This is an optimization exercise on Yosys and OpenROAD, whose aim is small area, a short achievable clock period and few clock cycles per item, not a production implementation. Where RTL was checked, it was by simulation tests only, not by an equivalence proof against the original.

Setup of wip/violet:
## wavelength_to_rgb_core
module wavelength_to_rgb_core (
  input  logic        clk_i,
  input  logic        rst_ni,
  input  logic        in_valid_i,
  output logic        in_ready_o,
  input  logic [13:0] wavelength_i,
  output logic        out_valid_o,
  input  logic        out_ready_i,
  output logic [7:0]  red_o,
  output logic [7:0]  green_o,
  output logic [7:0]  blue_o
);
  logic       en;
  logic [3:0] v_q;
  assign en = ~v_q[3] | out_ready_i;
  always_ff @(posedge clk_i or negedge rst_ni) begin
    if (!rst_ni) begin
      v_q <= '0;
    end else if (en) begin
      v_q <= {v_q[2:0], in_valid_i};
    end
  end
  assign in_ready_o  = en;
  assign out_valid_o = v_q[3];
  logic [13:0] w;
  logic [2:0]  route_d;
  always_comb begin
    if      (wavelength_i < w2rgb_pkg::W380) w = w2rgb_pkg::W380;
    else if (wavelength_i > w2rgb_pkg::W780) w = w2rgb_pkg::W780;
    else                                     w = wavelength_i;
    if      (wavelength_i < w2rgb_pkg::W420)  route_d = w2rgb_pkg::R_LO;
    else if (wavelength_i < w2rgb_pkg::W440)  route_d = w2rgb_pkg::R_VIO;
    else if (wavelength_i < w2rgb_pkg::W490)  route_d = w2rgb_pkg::R_BLU;
  ...
Size in the first run: about 2000 cells after synthesis, about 64 flip-flops, about 44 I/O pins.
==> module w2rgb_mul_rom0, before the edit <==
module w2rgb_mul_rom0 (
  input  logic [6:0] idx_i,
  output logic [22:0] val_o
);
  localparam logic [2943:0] TABLE = 2944'h9e0b333b870a75ef5ce9a149cec7b39499a71747ce0ab89bcdc3370c2a6cf99cd7b5c9aaf0b34ceba687ebccec009e0b333b870a75ef5ce9a149cec7b39499a71747ce0ab89bcdc3370c2a6cf99cd7b5c9aaf0b34ceba687ebccec0007a2780e48e01a99a03143005aa580a58a012b9202182003b2380668600ad8a011c1001ba1802782002f820020000719f80d49e018bfa02dd700545d809a1a0116f201f3600371b805f9600a1ea010950019d9802512002ce2001f400640180bb36015cd202867004a6780880200f66a01b9a0030cd8054ce00900200ecd00173380219a00299a00200009d7a81267a0223fe03f6100748480d48e01802602ae6004b8e8082a200dc4e0166b0022988030b6003876001f00083ff80f6ee01cbba035330061dd80b2aa01433202422003fbb806e6600baaa01311001d99802a220032220020009e0b333b870a75ef5ce9a149cec7b39499a71747ce0ab89bcdc3370c2a6cf99cd7b5c9aaf0b34ceba687ebccec00;
  assign val_o = TABLE[idx_i * 23 +: 23];
endmodule
==> module w2rgb_mul_rom1, before the edit <==
module w2rgb_mul_rom1 (
  input  logic [6:0] idx_i,
  output logic [18:0] val_o
);
  localparam logic [2431:0] TABLE = 2432'h433327d708e8f59ae143147a59998a14791eb81f5c235c28599988f5c0d70a11eb811eb80000433327d708e8f59ae143147a59998a14791eb81f5c235c28599988f5c0d70a11eb811eb8000076278dc8e1999a2f43056a589d8a11b921f820372385e8609d8a0fc1017a181f8201f82000006db78ccce17c5a2be3050758924a107521d4203333857c60924a0ea1015f181d4201d420000060018b33614cd2266704667880020e66a199a02ccd84cce080020ccd013338199a0199a00000999a91eba2147e3d71070a48ccce170a628f6047ae87ae20ccce147b01eb8828f6028f6000007fff8eeee1bbba333305ddd8aaaa13332222203bbb866660aaaa111101999822220222200000433327d708e8f59ae143147a59998a14791eb81f5c235c28599988f5c0d70a11eb811eb80000;
  assign val_o = TABLE[idx_i * 19 +: 19];
endmodule
==> module wavelength_to_rgb_core, before the edit <==
module wavelength_to_rgb_core (
  input  logic        clk_i,
  input  logic        rst_ni,
  input  logic        in_valid_i,
  output logic        in_ready_o,
  input  logic [13:0] wavelength_i,
  output logic        out_valid_o,
  input  logic        out_ready_i,
  output logic [7:0]  red_o,
  output logic [7:0]  green_o,
  output logic [7:0]  blue_o
);
  logic       en;
  logic [3:0] v_q;
  assign en = ~v_q[3] | out_ready_i;
  always_ff @(posedge clk_i or negedge rst_ni) begin
    if (!rst_ni) begin
      v_q <= '0;
    end else if (en) begin
      v_q <= {v_q[2:0], in_valid_i};
    end
  end
  assign in_ready_o  = en;
  assign out_valid_o = v_q[3];
  logic [13:0] w;
  logic [2:0]  route_d;
  always_comb begin
    if      (wavelength_i < w2rgb_pkg::W380) w = w2rgb_pkg::W380;
    else if (wavelength_i > w2rgb_pkg::W780) w = w2rgb_pkg::W780;
    else                                     w = wavelength_i;
    if      (wavelength_i < w2rgb_pkg::W420)  route_d = w2rgb_pkg::R_LO;
    else if (wavelength_i < w2rgb_pkg::W440)  route_d = w2rgb_pkg::R_VIO;
    else if (wavelength_i < w2rgb_pkg::W490)  route_d = w2rgb_pkg::R_BLU;
    else if (wavelength_i < w2rgb_pkg::W510)  route_d = w2rgb_pkg::R_CYA;
    else if (wavelength_i < w2rgb_pkg::W580)  route_d = w2rgb_pkg::R_GRN;
    else if (wavelength_i < w2rgb_pkg::W645)  route_d = w2rgb_pkg::R_YEL;
    else if (wavelength_i <= w2rgb_pkg::W700) route_d = w2rgb_pkg::R_RED;
    else                                      route_d = w2rgb_pkg::R_HI;
  end
  logic [2:0]  route1_q;
  logic [10:0] w1_q;
  always_ff @(posedge clk_i) begin
    if (en) begin
      route1_q <= route_d;
      w1_q     <= w[10:0];
    end
  end
  logic [10:0] op_v;
  logic [10:0] op_e;
  logic        op_neg;
  logic [10:0] op;
  always_comb begin
    op_v   = w1_q;
    op_neg = 1'b1;
    op_e   = 11'd193;
    case (route1_q)
      w2rgb_pkg::R_LO:  begin op_v = {w1_q[9:0], 1'b0}; op_neg = 1'b0; op_e = 11'd128;  end  
      w2rgb_pkg::R_VIO: begin                                          op_e = 11'd897;  end  
      w2rgb_pkg::R_BLU: begin                           op_neg = 1'b0; op_e = 11'd1152; end  
      w2rgb_pkg::R_CYA: begin op_v = {w1_q[8:0], 2'b0};                op_e = 11'd1921; end  
      w2rgb_pkg::R_GRN: begin                           op_neg = 1'b0; op_e = 11'd32;   end  
      w2rgb_pkg::R_YEL: begin                                          op_e = 11'd81;   end  
      default:          begin                                          op_e = 11'd193;  end  
    endcase
    op = (op_neg ? ~op_v : op_v) + op_e;
  end
  logic [2:0]  route2_q;
  logic [10:0] op_q;
  always_ff @(posedge clk_i) begin
    if (en) begin
      route2_q <= route1_q;
      op_q     <= op;
    end
  end
  logic [23:0] pp0;
  logic [18:0] pp1;
  logic [17:0] pp2;
  logic [24:0] prod;
  w2rgb_mul_rom0 i_mul0 (.idx_i({route2_q, op_q[3:0]}),  .val_o(pp0));
  w2rgb_mul_rom1 i_mul1 (.idx_i({route2_q, op_q[7:4]}),  .val_o(pp1));
  w2rgb_mul_rom2 i_mul2 (.idx_i({route2_q, op_q[10:8]}), .val_o(pp2));
  assign prod = 25'(pp0) + (25'(pp1) << 4) + (25'(pp2) << 8);
  logic [2:0]  route3_q;
  logic [10:0] idx_q;
  always_ff @(posedge clk_i) begin
    if (en) begin
      route3_q <= route2_q;
      idx_q    <= prod[24:14];
    end
  end
  logic [7:0] g_d, rl_d;
  w2rgb_gamma_rom  i_gamma  (.idx_i(idx_q), .val_o(g_d));
  w2rgb_red_lo_rom i_red_lo (.idx_i(idx_q), .val_o(rl_d));
  logic [2:0] route4_q;
  logic [7:0] g_q, rl_q;
  always_ff @(posedge clk_i) begin
    if (en) begin
      route4_q <= route3_q;
      g_q      <= g_d;
      rl_q     <= rl_d;
    end
  end
  always_comb begin
    red_o   = 8'd0;
    green_o = 8'd0;
    blue_o  = 8'd0;
    case (route4_q)
      w2rgb_pkg::R_LO:  begin red_o = rl_q;     blue_o  = g_q;    end
      w2rgb_pkg::R_VIO: begin red_o = g_q;      blue_o  = 8'd255; end
      w2rgb_pkg::R_BLU: begin green_o = g_q;    blue_o  = 8'd255; end
      w2rgb_pkg::R_CYA: begin green_o = 8'd255; blue_o  = g_q;    end
      w2rgb_pkg::R_GRN: begin red_o = g_q;      green_o = 8'd255; end
      w2rgb_pkg::R_YEL: begin red_o = 8'd255;   green_o = g_q;    end
      w2rgb_pkg::R_RED: begin red_o = 8'd255;                     end
      default:          begin red_o = g_q;                        end
    endcase
  end
endmodule
==> flow/config.mk <==
export PLATFORM = sky130hd
export DESIGN_NAME = wavelength_to_rgb_core
export DESIGN_NICKNAME = wavelength_to_rgb_core
export VERILOG_FILES = /design/flow/design.v
export SDC_FILE = /design/flow/constraint.sdc
export NUM_CORES = 4
export LEC_CHECK = 0
export ABC_AREA = 1
export CAP_MARGIN = 20
export CORE_MARGIN = 2
export CORE_UTILIZATION = 45
export SETUP_SLACK_MARGIN = 3.2
export SLEW_MARGIN = 20
export SYNTH_MEMORY_MAX_BITS = 32768
==> flow/constraint.sdc <==
create_clock -name core_clock -period 7.0 [get_ports {clk_i}]
set_input_delay 1.4000 -clock core_clock [delete_from_list [all_inputs] [get_ports {clk_i}]]
set_output_delay 1.4000 -clock core_clock [all_outputs]
set_load 0.01 [all_outputs]
run.sh (not shown) runs the stock make flow with config.mk's settings and CLKGATE_MAP_FILE= SYNTH_SCRIPT=/design/flow/synth_recipe.tcl, a recipe that flattens the netlist after the stock synthesis.
Testbench counts of wip/violet, summed over its fixed seeds: cycles 24,032, items 24,000.
#### Input delta (wip/lagoon over wip/violet)
--- a/flow/design.v
+++ b/flow/design.v
@@ -4136,15 +4136,15 @@
 module w2rgb_mul_rom0 (
   input  logic [6:0] idx_i,
-  output logic [22:0] val_o
+  output logic [15:0] val_o
 );
-  localparam logic [2943:0] TABLE = 2944'h9e0b333b870a75ef5ce9a149cec7b39499a71747ce0ab89bcdc3370c2a6cf99cd7b5c9aaf0b34ceba687ebccec009e0b333b870a75ef5ce9a149cec7b39499a71747ce0ab89bcdc3370c2a6cf99cd7b5c9aaf0b34ceba687ebccec0007a2780e48e01a99a03143005aa580a58a012b9202182003b2380668600ad8a011c1001ba1802782002f820020000719f80d49e018bfa02dd700545d809a1a0116f201f3600371b805f9600a1ea010950019d9802512002ce2001f400640180bb36015cd202867004a6780880200f66a01b9a0030cd8054ce00900200ecd00173380219a00299a00200009d7a81267a0223fe03f6100748480d48e01802602ae6004b8e8082a200dc4e0166b0022988030b6003876001f00083ff80f6ee01cbba035330061dd80b2aa01433202422003fbb806e6600baaa01311001d99802a220032220020009e0b333b870a75ef5ce9a149cec7b39499a71747ce0ab89bcdc3370c2a6cf99cd7b5c9aaf0b34ceba687ebccec00;
-  assign val_o = TABLE[idx_i * 23 +: 23];
+  localparam logic [2047:0] TABLE = 2048'h9e0b9dc39d7c9d349cec9ca59c5d9c159bce9b869b3e9af79aaf9a679a1f99d89e0b9dc39d7c9d349cec9ca59c5d9c159bce9b869b3e9af79aaf9a679a1f99d807a1072306a5062705a9052b04ad042f03b1033302b5023701b9013b00bd003f071a06a5063005ba054504d0045b03e6037102fc02870212019d012800b3003e063305cd056605000499043303cd036603000299023301cd016601000099003309d70933088f07eb074806a40600055c04b80414037002cd0229018500e1003d083e07b5072d06a4061c0593050b048203f9037102e8026001d7014f00c6003e9e0b9dc39d7c9d349cec9ca59c5d9c159bce9b869b3e9af79aaf9a679a1f99d8;
+  assign val_o = TABLE[idx_i * 16 +: 16];
 endmodule
 module w2rgb_mul_rom1 (
   input  logic [6:0] idx_i,
-  output logic [18:0] val_o
+  output logic [15:0] val_o
 );
-  localparam logic [2431:0] TABLE = 2432'h433327d708e8f59ae143147a59998a14791eb81f5c235c28599988f5c0d70a11eb811eb80000433327d708e8f59ae143147a59998a14791eb81f5c235c28599988f5c0d70a11eb811eb8000076278dc8e1999a2f43056a589d8a11b921f820372385e8609d8a0fc1017a181f8201f82000006db78ccce17c5a2be3050758924a107521d4203333857c60924a0ea1015f181d4201d420000060018b33614cd2266704667880020e66a199a02ccd84cce080020ccd013338199a0199a00000999a91eba2147e3d71070a48ccce170a628f6047ae87ae20ccce147b01eb8828f6028f6000007fff8eeee1bbba333305ddd8aaaa13332222203bbb866660aaaa111101999822220222200000433327d708e8f59ae143147a59998a14791eb81f5c235c28599988f5c0d70a11eb811eb80000;
-  assign val_o = TABLE[idx_i * 19 +: 19];
+  localparam logic [2047:0] TABLE = 2048'h43333eb83a3d35c231472ccc285123d71f5c1ae1166611eb0d7008f5047a000043333eb83a3d35c231472ccc285123d71f5c1ae1166611eb0d7008f5047a000076276e4766665e8656a54ec546e43f0437232f4327621f8217a10fc107e000006db766675f1657c65075492541d43a8433332be324921d4215f10ea1075000006001599b53344cce46674001399a33342ccd26672000199a13330ccd06660000999a8f5d851f7ae270a466675c2951ec47ae3d71333328f61eb8147b0a3d00007fff77776eee66665ddd55554ccc44443bbb33332aaa2222199911110888000043333eb83a3d35c231472ccc285123d71f5c1ae1166611eb0d7008f5047a0000;
+  assign val_o = TABLE[idx_i * 16 +: 16];
 endmodule
 module w2rgb_mul_rom2 (
@@ -4229,6 +4229,6 @@
     end
   end
-  logic [23:0] pp0;
-  logic [18:0] pp1;
+  logic [15:0] pp0;
+  logic [15:0] pp1;
   logic [17:0] pp2;
   logic [24:0] prod;
@@ -4236,5 +4236,5 @@
   w2rgb_mul_rom1 i_mul1 (.idx_i({route2_q, op_q[7:4]}),  .val_o(pp1));
   w2rgb_mul_rom2 i_mul2 (.idx_i({route2_q, op_q[10:8]}), .val_o(pp2));
-  assign prod = 25'(pp0) + (25'(pp1) << 4) + (25'(pp2) << 8);
+  assign prod = (25'(pp0) << 7) + (25'(pp1) << 7) + (25'(pp2) << 8);
   logic [2:0]  route3_q;
   logic [10:0] idx_q;
==> summary.txt <==
Worst hold margin is higher on wip/violet. Count of clock-buffer cells in the layout, wip/lagoon and wip/violet, lower one = wip/violet. Diff wip/violet -> wip/lagoon | tap cell instance count | down slightly. sky130_fd_sc_hd__fa_1 as the cell at the slowest stage of the critical path was reported by wip/violet, and sky130_fd_sc_hd__edfxtp_1 by wip/lagoon. Changes observed in wip/lagoon relative to wip/violet: least setup slack across all paths after layout went down, number of filler instances in the final layout shows a reduction of 146, area of the core region has decreased, routed wire length did not really move, net count of the finished layout decreased by 135 relative to the old numbers. When wip/lagoon is set beside wip/violet, its multi-input combinational area share turns out to be 2.4 points smaller.
The RTL of wip/lagoon was laid out without a check of its function.

[what the ideal ports hide]
How much do the figures lean on ideal ports? The routed layouts below were timed once more, with nothing changed but the port constraints. Step 1 sets driving cells, clkbuf_16 on the clock port and buf_2 on the other inputs (assumed; they add their load-dependent delay and slew). Step 2 also shifts input and output timing later by t, the mid clock arrival at the registers, as if the neighbouring blocks saw the same clock. Slacks: ideal ports / drivers / drivers and shift; pairs: ideal ports / drivers.
| run | t (ns) | slack for setup (ns) | worst setup path at the end |
|---|---|---|---|
| wip/violet | 0.393 | 3.164 / 3.164 / 3.164 | register to register |
| wip/lagoon | 0.374 | 2.962 / 2.962 / 2.962 | register to register |
After both steps every run listed still meets setup and hold.
